From an optimization exercise on the open Yosys and OpenROAD flow, aimed at small area; shortcuts taken in it are not production practice. In this exercise RTL edits were held to simulation tests only and were not proved equivalent to the original. Power figures rest on the tool's default switching activity, not on a simulated workload. The clock port is modelled as an ideal driver; clocking choices that lean on that would not hold on a real chip.

[flow/flow/run.sh]
#!/bin/bash
# Standard ORFS layout with two changes: output port buffers are buf_1
# (the input port buffers keep the standard choice, whose delay covers
# input hold against the clock tree's insertion delay), and CTS clusters
# more sinks per leaf buffer and inserts no dummy loads.
set -euo pipefail
here=$(pwd)
export PRE_RESIZE_TCL="$here/flow/outbuf.tcl"
export CTS_ARGS="-sink_clustering_enable -repair_clock_nets -dont_use_dummy_load -sink_clustering_size 32 -sink_clustering_max_diameter 60 -buf_list {sky130_fd_sc_hd__buf_12}"
bash standard.sh > "$here/standard_flow.log" 2>&1
[flow/standard.sh]
#!/bin/bash
# synth_recipe.tcl (not shown) runs the flow's synth.tcl, then flattens the netlist and writes it again
# the make line also repeats each setting of config.mk as NAME=value (left out here)
make -C /OpenROAD-flow-scripts/flow DESIGN_CONFIG=/design/flow/config.mk WORK_HOME=/design/flow/orfs CLKGATE_MAP_FILE= SYNTH_SCRIPT=/design/flow/synth_recipe.tcl "${@:-finish}"
[flow/design.v]
module skew_line #(
    parameter int unsigned WIDTH = 8,
    parameter int unsigned DEPTH = 1
) (
    input  logic             clk,
    input  logic [WIDTH-1:0] i_d,
    output logic [WIDTH-1:0] o_q
);
    logic [DEPTH*WIDTH-1:0]     r_sr;
    logic [(DEPTH+1)*WIDTH-1:0] w_nx;
    assign w_nx = {r_sr, i_d};
    always_ff @(posedge clk) begin
        r_sr <= w_nx[DEPTH*WIDTH-1:0];
    end
    assign o_q = r_sr[DEPTH*WIDTH-1 -: WIDTH];
endmodule
module sa32_feeder (
    input  logic               clk,
    input  logic               rstn,
    input  logic               start,
    input  logic [15:0]        k_len,
    input  logic               in_valid,
    output logic               in_ready,
    input  logic [255:0]       in_act,
    input  logic [255:0]       in_weight,
    output logic [255:0]       activation,
    output logic [255:0]       weight,
    output logic               control,
    output logic               busy,
    output logic               done
);
    localparam int unsigned N         = 32;
    localparam int unsigned WIDTH     = 8;
    localparam int unsigned KW        = 16;
    localparam int unsigned FLUSH_CYC = 3 * N - 2;
    typedef enum logic [1:0] {
        IDLE,
        STREAM,
        FLUSH,
        CTRL
    } feeder_state_e;
    feeder_state_e r_state;
    feeder_state_e w_next;
    logic [KW-1:0] r_cnt;
    logic          w_last;
    logic          r_done;
    logic          w_beat;
    logic [N-1:0]  r_vld;
    assign w_beat = (r_state == STREAM) & in_valid;
    assign w_last = (r_cnt == KW'(1));
    always_comb begin
        w_next = r_state;
        case (r_state)
            IDLE:    if (start) w_next = (k_len != '0) ? STREAM : CTRL;
            STREAM:  if (in_valid && w_last) w_next = FLUSH;
            FLUSH:   if (w_last) w_next = CTRL;
            default: w_next = IDLE;
        endcase
    end
    always_ff @(posedge clk or negedge rstn) begin
        if (!rstn) begin
            r_state <= IDLE;
            r_cnt   <= '0;
            r_done  <= 1'b0;
            r_vld   <= '0;
        end else begin
            r_state <= w_next;
            if (r_state == IDLE) begin
                r_cnt <= k_len;
            end else if (w_beat && w_last) begin
                r_cnt <= KW'(FLUSH_CYC);
            end else if (w_beat || r_state == FLUSH) begin
                r_cnt <= r_cnt - KW'(1);
            end
            r_done <= (r_state == CTRL);
            r_vld  <= {r_vld[N-2:0], w_beat};
        end
    end
    for (genvar g = 0; g < N; g++) begin : g_lane
        logic [WIDTH-1:0] w_a, w_w;
        skew_line #(.WIDTH(WIDTH), .DEPTH(g + 1)) u_act_skew (
            .clk (clk),
            .i_d (in_act[(N-1-g)*WIDTH +: WIDTH]),
            .o_q (w_a)
        );
        skew_line #(.WIDTH(WIDTH), .DEPTH(g + 1)) u_w_skew (
            .clk (clk),
            .i_d (in_weight[(N-1-g)*WIDTH +: WIDTH]),
            .o_q (w_w)
        );
        assign activation[(N-1-g)*WIDTH +: WIDTH] = w_a & {WIDTH{r_vld[g]}};
        assign weight[(N-1-g)*WIDTH +: WIDTH]     = w_w & {WIDTH{r_vld[g]}};
    end
    assign in_ready = (r_state == STREAM);
    assign control  = (r_state == CTRL);
    assign busy     = (r_state != IDLE);
    assign done     = r_done;
endmodule
[flow/config.mk]
export PLATFORM = sky130hd
export DESIGN_NAME = sa32_feeder
export DESIGN_NICKNAME = sa32_feeder
export VERILOG_FILES = /design/flow/design.v
export SDC_FILE = /design/flow/constraint.sdc
export NUM_CORES = 4
export LEC_CHECK = 0
export CAP_MARGIN = 20
export CORE_MARGIN = 2
export CORE_UTILIZATION = 65
export HOLD_SLACK_MARGIN = -0.15
export SLEW_MARGIN = 20
[flow/constraint.sdc]
create_clock -name core_clock -period 4.0 [get_ports {clk}]
set_input_delay 0.8000 -clock core_clock [delete_from_list [all_inputs] [get_ports {clk}]]
set_output_delay 0.8000 -clock core_clock [all_outputs]
set_load 0.01 [all_outputs]
[flow/flow/outbuf.tcl]
# Resize the port buffers that buffer_ports inserted to buf_1: each output
# buffer drives only its port's fixed load and each input buffer one
# flip-flop's D pin. Input hold against the clock tree's insertion delay is
# met on the extracted layout; HOLD_SLACK_MARGIN in config.mk keeps the
# placement-time estimate, which is pessimistic here, from adding hold
# buffers on these paths.
set nin 0
set nout 0
foreach inst [[ord::get_db_block] getInsts] {
  set name [$inst getName]
  if {![string match "*buf*" [[$inst getMaster] getName]]} { continue }
  if {[string match "output*" $name]} {
    replace_cell $name sky130_fd_sc_hd__buf_1
    incr nout
  } elseif {[string match "input*" $name]} {
    replace_cell $name sky130_fd_sc_hd__buf_1
    incr nin
  }
}
puts "outbuf.tcl: resized $nout output buffers to buf_1 and $nin input buffers to buf_1"
==> results.sh, run 1 <==
export IMPL_cts_clk_slew_worst_paths_ps=110
export IMPL_fmax_ghz=0.2824
export IMPL_maxCapViolCount=0
export IMPL_cp_max_fo=23
export IMPL_coreArea_sq_um=267400
export IMPL_cts_max_path_buffers=4
export IMPL_reg2regPathDepth=6
export IMPL_cts_sinks=8499
export IMPL_drive_above_1_share=0.03374
export IMPL_post_drt_wl_per_cell_um=16.39
export IMPL_synth_seq_cells=8499
export IMPL_powerDensity_nw_per_um2=681.3
export IMPL_start_util=0.6527
export IMPL_overflow=0
export IMPL_multi_input_area_sq_um=3958
export IMPL_ant_nets=0
export IMPL_synthesis_nets=9709
export IMPL_min_period_ps=3541
export IMPL_holdCritPathClass="input port to flip-flop"
export IMPL_port_buffers=1047
export IMPL_drt_met1_wl_mm=98.78
export IMPL_clock_latency_ps=840
export IMPL_grt_antenna_before_repair=125
export IMPL_whs_endpoint="g_lane[28].u_w_skew.r_sr[0]$_DFF_P_"
export IMPL_hold_depth=1
export IMPL_nFillCells=17330
export IMPL_hold_buffers=1
export IMPL_synth_seq_area_share=0.9762
export IMPL_grt_pass1_wl_mm=329.0
export IMPL_cp_end_kind="primary output"
export IMPL_slew_viol_final=0
export IMPL_final_setup_viol_count=0
export IMPL_synthCells=9171
export IMPL_timing_final_crit_share=0.8852
export IMPL_outcome="finished clean"
export IMPL_worstSetupStartpointType="flip-flop"
export IMPL_die_w_um=522.2
export IMPL_synthFlopType="dfxtp_1"
export IMPL_hold_viol=0
export IMPL_yosysUniqueCellTypes=46
export IMPL_max_slew_margin=0.3052
export IMPL_track_usage=0.1638
export IMPL_syn_area_per_cell_sq_um=19.03
export IMPL_regToRegStartpoint="r_state[0]$_DFFE_PN0P_"
export IMPL_synth_edff_count=0
export IMPL_die_area_sq_um=272700
export IMPL_hpwl_mm=159.8
export IMPL_r2r_end="r_cnt[15]$_DFFE_PN0P_"
export IMPL_r2r_slack_ps=1400
export IMPL_fin_skew_ps=53.79
export IMPL_fin_nets=11060
export IMPL_wl_mm=231.4
export IMPL_routabilityCongestion=0.8728
export IMPL_path_class="flip-flop to primary output"
export IMPL_cts_max_level=5
export IMPL_dr_pass1_iters=9
export IMPL_ys_warn_count=33
export IMPL_tns_ps=0
export IMPL_cts_root_buf="buf_12"
export IMPL_grt_pass1_vias=56520
export IMPL_num_rows=190
export IMPL_synth_most_common_cell="dfxtp_1"
export IMPL_netlist_top_cells_count="8,448 x dfxtp_1, 515 x and2_1, 51 x dfrtp_1"
export IMPL_power_leakage_uw=0.07814
export IMPL_top_layer="met5"
export IMPL_route_detailed_drc=0
export IMPL_post_cts_buffers=0
export IMPL_grt_setup_unrepaired="no"
export IMPL_tritoncts="yes"
export IMPL_drt_iter0_markers=3341
export IMPL_met2WireLength_mm=110.1
export IMPL_min_from="in_weight[24]"
export IMPL_synth_top_area_cell="dfxtp_1"
export IMPL_final_seq_area_sq_um=170400
export IMPL_via_count=59300
export IMPL_numCtsBuffers=328
export IMPL_wl_met3_mm=15.18
export IMPL_area_delta_synth_final_pct=8.608
export IMPL_io_pins=1048
export IMPL_grt_max_degree=33
export IMPL_required_ps=3200
export IMPL_ir_drop_mv=0.4633
export IMPL_ctsResizeCount=0
export IMPL_dp_cells=13750
export IMPL_p_total_uw=129200
export IMPL_async_flop_share=0.006001
export IMPL_instances_no_fill=14110
export IMPL_synth_area_leaders="dfxtp_1 97%, and2_1 1.8%, dfrtp_1 0.73%"
export IMPL_die_y_um=522.2
export IMPL_yosysTopAreaCellShare=0.9689
export IMPL_cp_arrival_ps=2740
export IMPL_via_per_inst=4.202
export IMPL_worst_pin_slew_ps=1042
export IMPL_syn_cell_area_sq_um=174500
## final cells by class
type | instances | share of cell area
Sequential cell | 8499 | 0.8989
Clock buffer | 328 | 0.03464
Tap cell | 3552 | 0.02344
Timing Repair Buffer | 1061 | 0.02144
Multi-Input combinational cell | 625 | 0.02088
Antenna cell | 40 | 0.0005280
Inverter | 9 | 0.0001782
## registers in the layout, summed over array words and instances (netlist names)
register / cells
g_lane.u_act_skew.r_sr: 4224
r_done: 1
g_lane.u_w_skew.r_sr: 4224
r_vld: 32
r_cnt: 16
r_state: 2
## critical path, stage by stage (launching register included)
cell and delay, ps:
dfrtp_1 420, inv_1 130, ha_1 680, clkinv_1 480, buf_1 240
## placed cells by master, fill, tap and decap left out, types with 8 or more instances in the layout
cell     instances
dfxtp_1       8448
buf_12         330
nor4_1          10
o21ai_0          8
nand2_1         15
inv_1            8
nor2_1           9
buf_1         1046
dfrtp_1         45
diode_2         40
buf_4           11
and2_1         515
## power breakdown
group	total (uW)	internal, uW	switching (uW)
logic	2760	1030	1730
registers	91100	89300	1790
clock network	35300	12900	22500
## worst max-delay path by stage
stage,startpoint,endpoint,slack [ps],cells past startpoint
floorplan,in_valid,r_cnt[5]$_DFFE_PN0P_,2000,5
global placement,r_vld[15]$_DFF_PN0_,weight[134],1180,3
detailed placement,r_state[0]$_DFFE_PN0P_,busy,1360,4
CTS,r_state[0]$_DFFE_PN0P_,busy,430,4
global route,r_state[0]$_DFFE_PN0P_,busy,300,4
finish,r_state[0]$_DFFE_PN0P_,busy,460,4
## metrics by stage
step	utilization	instance area (sq um)	worst slack [ps]	hold WS, ps
finish	0.7088	189600	459.1	44.07
global route	0.7086	189500	299.2	-42.94
global placement	0.7082	189400	1179	309.5
CTS	0.7084	189500	425.7	-72.88
floorplan	-	174500	1996	309.6
detailed placement	0.6839	182900	1362	312.1
## cell families (layout without fill, tap and decap cells)
logic type                 count (synthesis)  count (layout)  share of synthesized area
xor gates and xnor gates                   2               2                  0.0001004
adders and majority gates                  6               6                  0.0004301
DFF                                     8499            8499                     0.9762
and+or+nand+nor                          574             574                    0.02034
muxes                                      3               3                  0.0001720
other                                      0              40                          0
AOI/OAI and AO/OA                         40              40                   0.001634
buffers and inverters                     47            1398                   0.001097
## routing by layer
layer  global-route usage  vias to the layer above
met5                    0                        -
met4              0.05338                       52
met3              0.04063                      507
met2               0.2814                     1394
met1               0.2032                    26810
li1                     -                    30540
==> inputs of run 2 (changes only) <==
==> flow/flow/run.sh (replaced) <==
#!/bin/bash
# Standard ORFS layout (the standard.sh, standard synthesis) with these
# changes:
#  - flow/outbuf.tcl, run before resizing, makes every port buffer that
#    buffer_ports inserted a buf_1 (see its comments);
#  - CTS builds its tree from buf_12 cells, which drive a leaf cluster of
#    about 30 flip-flops within the clock-pin slew limit in less area than
#    clkbuf_16, clusters more sinks per leaf buffer, and inserts no dummy
#    loads.
# standard.sh's full output goes to standard_flow.log; ORFS writes each
# step's log under orfs/logs/.
set -euo pipefail
here=$(pwd)
export PRE_RESIZE_TCL="$here/flow/outbuf.tcl"
export CTS_ARGS="-sink_clustering_enable -repair_clock_nets -dont_use_dummy_load -sink_clustering_size ${CTS_SIZE:-33} -sink_clustering_max_diameter ${CTS_DIAM:-80} -buf_list {sky130_fd_sc_hd__buf_12}"
bash standard.sh > "$here/standard_flow.log" 2>&1
==> run 2 against run 1 <==
Compared with the run above:
- still clean on timing, DRC and antenna
- die area unchanged
- combinational power about the same
- maximum frequency decreased by 0.94%
- global-route usage decreased by 0.11 points
- synthesized cell count unchanged
- total power decreased by 1.2%
- design area decreased by 0.34%
- wire length decreased by 0.58%
- area after synthesis unchanged
- clock skew increased by 2.3 ps
- highest routed layer unchanged
==> results.sh, run 2 <==
export IMPL_cp_end_kind="primary output"
export IMPL_synthesis_nets=9709
export IMPL_async_flop_share=0.006001
export IMPL_reg_largest_list="g_lane.u_act_skew.r_sr x4224, g_lane.u_w_skew.r_sr x4224, r_vld x32"
export IMPL_synthAdderAreaFrac=0.0004301
export IMPL_nFillCells=17420
export IMPL_clockPowerShare=0.265
export IMPL_place_area_sq_um=182900
export IMPL_cts_sinks=8499
export IMPL_p_int_uw=101900
export IMPL_p_total_uw=127600
export IMPL_grt_pass1_wl_mm=327.1
export IMPL_yosysUniqueCellTypes=46
export IMPL_layout_common_cells="8,448 x dfxtp_1, 1,046 x buf_1, 515 x and2_1"
export IMPL_synth_xor_xnor_area_share=0.0001004
export IMPL_required_ps=3200
export IMPL_synth_top_area_cell="dfxtp_1"
export IMPL_path_class="flip-flop to primary output"
export IMPL_hold_viol=0
export IMPL_die_y_um=522.2
export IMPL_instances_no_fill=14080
export IMPL_post_drt_wl_per_cell_um=16.33
export IMPL_power_frac_comb=0.022
export IMPL_synth_edff_count=0
export IMPL_grt_setup_unrepaired="no"
export IMPL_finish_utilization=0.7065
export IMPL_post_cts_buffers=0
export IMPL_synth_compound_area_frac=0.001634
export IMPL_switchingPower_uw=25660
export IMPL_netlist_top_cells_count="8,448 x dfxtp_1, 515 x and2_1, 51 x dfrtp_1"
export IMPL_via_per_inst=4.197
export IMPL_worstSetupStartpointType="flip-flop"
export IMPL_routabilityCongestion=0.8728
export IMPL_p_seq_frac=0.713
export IMPL_ys_warn_count=33
export IMPL_tritoncts="yes"
export IMPL_worst_pin_slew_ps=1048
export IMPL_dp_cells=13750
export IMPL_port_buffers=1047
export IMPL_syn_area_per_cell_sq_um=19.03
export IMPL_cts_max_path_buffers=4
export IMPL_yosysTopAreaCellShare=0.9689
export IMPL_ant_nets=0
export IMPL_hpwl_mm=159.8
export IMPL_timing_final_crit_share=0.8936
export IMPL_maxCapViolCount=0
export IMPL_num_rows=190
export IMPL_grt_antenna_before_repair=122
export IMPL_final_common_cell="dfxtp_1"
export IMPL_fin_area_sq_um=188900
export IMPL_track_usage=0.1627
export IMPL_fin_nets=11030
export IMPL_dr_pass1_iters=10
export IMPL_die_w_um=522.2
export IMPL_reg2regPathDepth=6
export IMPL_overflow=0
export IMPL_cts_root_buf="buf_12"
export IMPL_powerDensity_nw_per_um2=675.4
export IMPL_clock_latency_ps=810
export IMPL_synthCells=9171
export IMPL_max_slew_margin=0.3015
export IMPL_route_detailed_drc=0
export IMPL_ctsResizeCount=0
export IMPL_drt_iter0_markers=3525
export IMPL_synthSimpleGateAreaFrac=0.02034
export IMPL_grt_pass1_vias=55880
export IMPL_tns_ps=0
export IMPL_synth_seq_area_share=0.9762
export IMPL_die_area_sq_um=272700
export IMPL_syn_cell_area_sq_um=174500
export IMPL_final_setup_viol_count=0
export IMPL_area_delta_synth_final_pct=8.243
export IMPL_synth_top_family_by_area="simple AND/OR/NAND/NOR gates"
export IMPL_coreArea_sq_um=267400
export IMPL_io_pins=1048
export IMPL_cp_arrival_ps=2770
export IMPL_fin_skew_ps=56.12
export IMPL_slew_viol_final=0
export IMPL_drive_above_1_share=0.03079
export IMPL_ir_drop_mv=0.5386
export IMPL_outcome="finished clean"
export IMPL_power_leakage_uw=0.07784
export IMPL_numCtsBuffers=296
export IMPL_holdCritPathClass="input port to flip-flop"
export IMPL_cts_clk_slew_worst_paths_ps=110
export IMPL_synthFlopType="dfxtp_1"
export IMPL_synthMuxAreaShare=0.0001720
export IMPL_synth_seq_cells=8499
export IMPL_start_util=0.6527
export IMPL_fmax_ghz=0.2798
export IMPL_cts_max_level=5
export IMPL_grt_max_degree=34
export IMPL_min_period_ps=3574
export IMPL_via_count=59110
export IMPL_p_sw_frac=0.2011
export IMPL_synth_area_leaders="dfxtp_1 97%, and2_1 1.8%, dfrtp_1 0.73%"
export IMPL_cp_max_fo=23
export IMPL_hold_buffers=1
export IMPL_hold_depth=1
export IMPL_wl_mm=230.0
export IMPL_synth_most_common_cell="dfxtp_1"
[run 2: cells by family after synthesis]
family | Yosys count
DFF | 8499
and+or+nand+nor | 574
buffers and inverters | 47
AOI/OAI and AO/OA | 40
adders and majority gates | 6
muxes | 3
xor gates and xnor gates | 2
[run 2: layout make-up]
type | instances | area [sq um] | share of cell area
clock buffer | 296 | 5926 | 0.03136
sequential | 8499 | 170400 | 0.9019
multi-input combinational | 625 | 3958 | 0.02095
antenna | 42 | 105.1 | 0.0005563
tap | 3552 | 4444 | 0.02352
timing repair buffer | 1061 | 4064 | 0.02151
inverter | 9 | 33.78 | 0.0001788
[run 2: worst max-delay path, stage by stage, from the launching register on]
cell and delay (ps):
dfrtp_1 440, inv_1 120, ha_1 680, clkinv_1 490
buf_1 240
[run 2: path summary, 6_finish.rpt]
kind	from	end	slack [ps]
worst min register to register	g_lane[21].u_act_skew.r_sr[1]$_DFF_P_	g_lane[21].u_act_skew.r_sr[9]$_DFF_P_	260
worst max-delay path	r_state[0]$_DFFE_PN0P_	busy	430
worst max register to register	r_state[0]$_DFFE_PN0P_	r_cnt[15]$_DFFE_PN0P_	1350
worst min-delay path	in_weight[103]	g_lane[19].u_w_skew.r_sr[7]$_DFF_P_	60
min in group asynchronous	rstn	r_vld[3]$_DFF_PN0_	470
max in group asynchronous	rstn	r_vld[12]$_DFF_PN0_	2710
[run 2: layer usage]
| metal | track usage | wire length [um] | vias up |
|---|---|---|---|
| met5 | 0 | 295 | - |
| met4 | 0.05425 | 7485 | 46 |
| met3 | 0.03759 | 13950 | 528 |
| met2 | 0.2786 | 109100 | 1354 |
| met1 | 0.2040 | 99210 | 26720 |
| li1 | - | - | 30470 |
[run 2: per-stage QoR]
stage | hold WS, ps | setup slack [ps]
after floorplan | 309.6 | 1996
after CTS | -61.28 | 397.1
after global routing | -45.97 | 236.6
final | 60.63 | 425.5
after detailed placement | 312.1 | 1362
after global placement | 309.5 | 1179
[run 2: power by group through the flow]
stage / logic, uW / registers [uW] / clock network [uW]
5_1_grt: 3000 / 91600 / 37800
4_1_cts: 2790 / 91200 / 35000
3_3_place_gp: 3920 / 92900 / 0
6_report: 2770 / 91000 / 33800
2_1_floorplan: 1570 / 91900 / 0
3_5_place_dp: 2780 / 93100 / 0
==> inputs of run 3 (changes only) <==
--- a/flow/flow/run.sh
+++ b/flow/flow/run.sh
@@ -14,3 +14,3 @@
 export PRE_RESIZE_TCL="$here/flow/outbuf.tcl"
-export CTS_ARGS="-sink_clustering_enable -repair_clock_nets -dont_use_dummy_load -sink_clustering_size ${CTS_SIZE:-33} -sink_clustering_max_diameter ${CTS_DIAM:-80} -buf_list {sky130_fd_sc_hd__buf_12}"
+export CTS_ARGS="-sink_clustering_enable -repair_clock_nets -dont_use_dummy_load -sink_clustering_size ${CTS_SIZE:-32} -sink_clustering_max_diameter ${CTS_DIAM:-70} -buf_list {sky130_fd_sc_hd__buf_12}"
 bash standard.sh > "$here/standard_flow.log" 2>&1
==> run 3 against run 2 <==
Compared with the run above:
- via count is 0.20% higher
- sequential power barely moved
- clock skew decreased by 8.1 ps
- register-to-register slack better by 20 ps
- sequential cell count is the same
- combinational power about the same
- worst setup slack better by 28 ps
- wire length increased by 0.12%
- cell count about the same
- critical path depth unchanged
- die area did not move
- non-clock buffer count unchanged
- critical path type unchanged
- critical endpoint unchanged
- largest power group unchanged
==> results.sh, run 3 <==
export IMPL_die_area_sq_um=272700
export IMPL_synth_area_leaders="dfxtp_1 97%, and2_1 1.8%, dfrtp_1 0.73%"
export IMPL_dr_pass1_iters=8
export IMPL_min_from="in_act[58]"
export IMPL_ys_warn_count=33
export IMPL_maxCapViolCount=0
export IMPL_tritoncts="yes"
export IMPL_r2r_slack_ps=1370
export IMPL_routabilityCongestion=0.8728
export IMPL_p_seq_frac=0.711
export IMPL_p_sw_frac=0.2014
export IMPL_fin_ws_ps=453.8
export IMPL_reg2regPathDepth=6
export IMPL_required_ps=3200
export IMPL_synthSimpleGateAreaFrac=0.02034
export IMPL_synth_seq_cells=8499
export IMPL_synthAdderAreaFrac=0.0004301
export IMPL_dp_slack_ps=1362
export IMPL_fin_skew_ps=48.01
export IMPL_met1_usage=0.2033
export IMPL_cp_max_fo=23
export IMPL_syn_cell_area_sq_um=174500
export IMPL_power_leakage_uw=0.07792
export IMPL_critPathLaunch="r_state[0]$_DFFE_PN0P_"
export IMPL_port_buffers=1047
export IMPL_synth_top_area_cell="dfxtp_1"
export IMPL_max_slew_margin=0.2991
export IMPL_use_met3=0.03809
export IMPL_synth_most_common_cell="dfxtp_1"
export IMPL_drive_above_1_share=0.03162
export IMPL_via_per_inst=4.204
export IMPL_cts_max_path_buffers=4
export IMPL_synthesis_nets=9709
export IMPL_overflow=0
export IMPL_fmax_ghz=0.2820
export IMPL_synthFlopType="dfxtp_1"
export IMPL_cts_clk_slew_worst_paths_ps=110
export IMPL_final_seq_area_sq_um=170400
export IMPL_syn_area_per_cell_sq_um=19.03
export IMPL_switchingPower_uw=25800
export IMPL_holdCritPathClass="input port to flip-flop"
export IMPL_endpoint="busy"
export IMPL_synth_seq_area_share=0.9762
export IMPL_drt_iter0_markers=3243
export IMPL_tns_ps=0
export IMPL_grt_max_degree=33
export IMPL_num_rows=190
export IMPL_wl_mm=230.3
export IMPL_grt_antenna_before_repair=122
export IMPL_synthCells=9171
export IMPL_hpwl_mm=159.8
export IMPL_async_flop_share=0.006001
export IMPL_cp_end_kind="primary output"
export IMPL_globalRouteMet2Util=0.2794
export IMPL_slew_viol_final=0
export IMPL_post_drt_wl_per_cell_um=16.35
export IMPL_ir_drop_mv=0.4435
export IMPL_synthMuxAreaShare=0.0001720
export IMPL_io_pins=1048
export IMPL_synth_compound_area_frac=0.001634
export IMPL_yosysTopAreaCellShare=0.9689
export IMPL_numCtsBuffers=305
export IMPL_reg_largest_list="g_lane.u_act_skew.r_sr x4224, g_lane.u_w_skew.r_sr x4224, r_vld x32"
export IMPL_hold_viol=0
export IMPL_cp_arrival_ps=2750
export IMPL_power_frac_comb=0.022
export IMPL_clock_latency_ps=810
export IMPL_synth_top_family_by_area="simple AND/OR/NAND/NOR gates"
export IMPL_clockPowerShare=0.268
export IMPL_min_period_ps=3546
export IMPL_worst_pin_slew_ps=1051
export IMPL_cts_root_buf="buf_12"
export IMPL_synth_xor_xnor_area_share=0.0001004
export IMPL_yosysUniqueCellTypes=46
export IMPL_layout_common_cells="8,448 x dfxtp_1, 1,046 x buf_1, 515 x and2_1"
export IMPL_start_util=0.6527
export IMPL_r2r_end="r_cnt[15]$_DFFE_PN0P_"
export IMPL_outcome="finished clean"
export IMPL_cts_sinks=8499
export IMPL_worstSetupStartpointType="flip-flop"
export IMPL_synth_edff_count=0
export IMPL_ant_nets=0
export IMPL_final_common_cell="dfxtp_1"
export IMPL_regToRegStartpoint="r_state[0]$_DFFE_PN0P_"
export IMPL_area_delta_synth_final_pct=8.342
export IMPL_p_int_uw=102300
export IMPL_route_detailed_drc=0
export IMPL_via_count=59230
export IMPL_die_y_um=522.2
export IMPL_grt_setup_unrepaired="no"
export IMPL_powerDensity_nw_per_um2=677.2
export IMPL_die_w_um=522.2
export IMPL_path_class="flip-flop to primary output"
export IMPL_coreArea_sq_um=267400
export IMPL_fin_nets=11040
export IMPL_netlist_top_cells_count="8,448 x dfxtp_1, 515 x and2_1, 51 x dfrtp_1"
export IMPL_multi_input_area_sq_um=3958
export IMPL_timing_final_crit_share=0.8865
export IMPL_nFillCells=17360
export IMPL_grt_pass1_vias=56090
export IMPL_grt_pass1_wl_mm=327.3
export IMPL_cts_max_level=5
export IMPL_final_setup_viol_count=0
export IMPL_busiest_layer="met2"
export IMPL_track_usage=0.1627
==> run 3: cell counts after synthesis <==
No cell type changed its count.
==> run 3: power by group through the flow <==
stage / logic, uW / clock network (uW) / registers (uW)
after global placement: 3920 / 0 / 92900
after CTS: 2790 / 35400 / 91200
after floorplan: 1570 / 0 / 91900
after detailed placement: 2780 / 0 / 93100
final: 2770 / 34300 / 91000
after global routing: 3000 / 38200 / 91600
==> run 3: worst min-delay path by stage <==
| stage | endpoint | slack (ps) | cells after the start |
|---|---|---|---|
| after floorplan | g_lane[10].u_act_skew.r_sr[10]$_DFF_P_ | 310 | 0 |
| after global placement | g_lane[30].u_w_skew.r_sr[173]$_DFF_P_ | 310 | 0 |
| after detailed placement | g_lane[17].u_act_skew.r_sr[131]$_DFF_P_ | 310 | 0 |
| after CTS | g_lane[21].u_act_skew.r_sr[7]$_DFF_P_ | -70 | 1 |
| after global routing | g_lane[24].u_act_skew.r_sr[0]$_DFF_P_ | -50 | 1 |
| final | g_lane[24].u_act_skew.r_sr[2]$_DFF_P_ | 50 | 1 |
==> run 3: cell families after synthesis <==
kind of cell,after synthesis
muxes,3
AOI/OAI and AO/OA,40
xor gates and xnor gates,2
and+or+nand+nor,574
buffers and inverters,47
DFF,8499
adders and majority gates,6
==> run 3: worst max-delay path, stage by stage, from the launching register on <==
cell and delay, ps:
dfrtp_1 420, inv_1 120, ha_1 680, clkinv_1 490
buf_1 240
==> run 3: what timing repair did <==
| item | 4_1_cts | 5_1_grt |
|---|---|---|
| gates resized for setup | 0 | 0 |
| endpoints found under the hold margin | 1 | 0 |
| setup buffers | 0 | 0 |
| hold buffers | 1 | 0 |
==> run 3: per-stage QoR <==
step	utilization	cells	power (uW)	hold WS (ps)	cell area (sq um)
floorplan	-	9171	93520	309.6	174500
global placement	0.7082	13740	96830	309.5	189400
detailed placement	0.6839	13750	95910	312.1	182900
CTS	0.7067	14050	129400	-65.67	189000
global route	0.7068	14060	132700	-54.47	189000
finish	0.7071	14090	128100	49.45	189100
==> run 3: area by class of cell <==
| class | instances | area share |
|---|---|---|
| repair buffers | 1061 | 0.02149 |
| flip-flops and latches | 8499 | 0.9011 |
| clock buffers | 305 | 0.03229 |
| well taps | 3552 | 0.02350 |
| inverters | 9 | 0.0001786 |
| multi-input cells | 625 | 0.02093 |
| diodes | 39 | 0.0005161 |
==> run 3: routing by layer <==
layer  wire (um)  vias to the layer above
met5         332                        -
met2      109200                     1356
met1       99500                    26780
met3       13730                      544
met4        7552                       52
li1            -                    30500

## what the ideal ports hide
Ports are ideal in the flow. The routed layouts listed here were re-timed in OpenROAD. Step 1 assumes that a clkbuf_16 drives the clock port and a buf_2 every other input. Step 2 adds t to the input delays and takes it off the output delays; t is the mean of the earliest and latest rising clock arrival at the registers after step 1. Input paths then give back, and output paths get back, about the clock's delay inside the block. Three values: ideal, step 1, step 2; two values: the first two.
| run | t (ns) | setup WS [ns] | hold slack, ns | worst data-port slew with drivers (ns) | cell pins on the clock port's net |
|---|---|---|---|---|---|
| run 1 | 0.910 | 0.459 / 0.355 / 1.265 | 0.044 / -0.036 / 0.275 | 0.29 | 1 |
| run 2 | 0.893 | 0.426 / 0.323 / 1.216 | 0.061 / -0.018 / 0.256 | 0.27 | 1 |
| run 3 | 0.899 | 0.454 / 0.350 / 1.250 | 0.049 / -0.032 / 0.303 | 0.28 | 1 |
After both steps setup and hold are still met in every run listed.
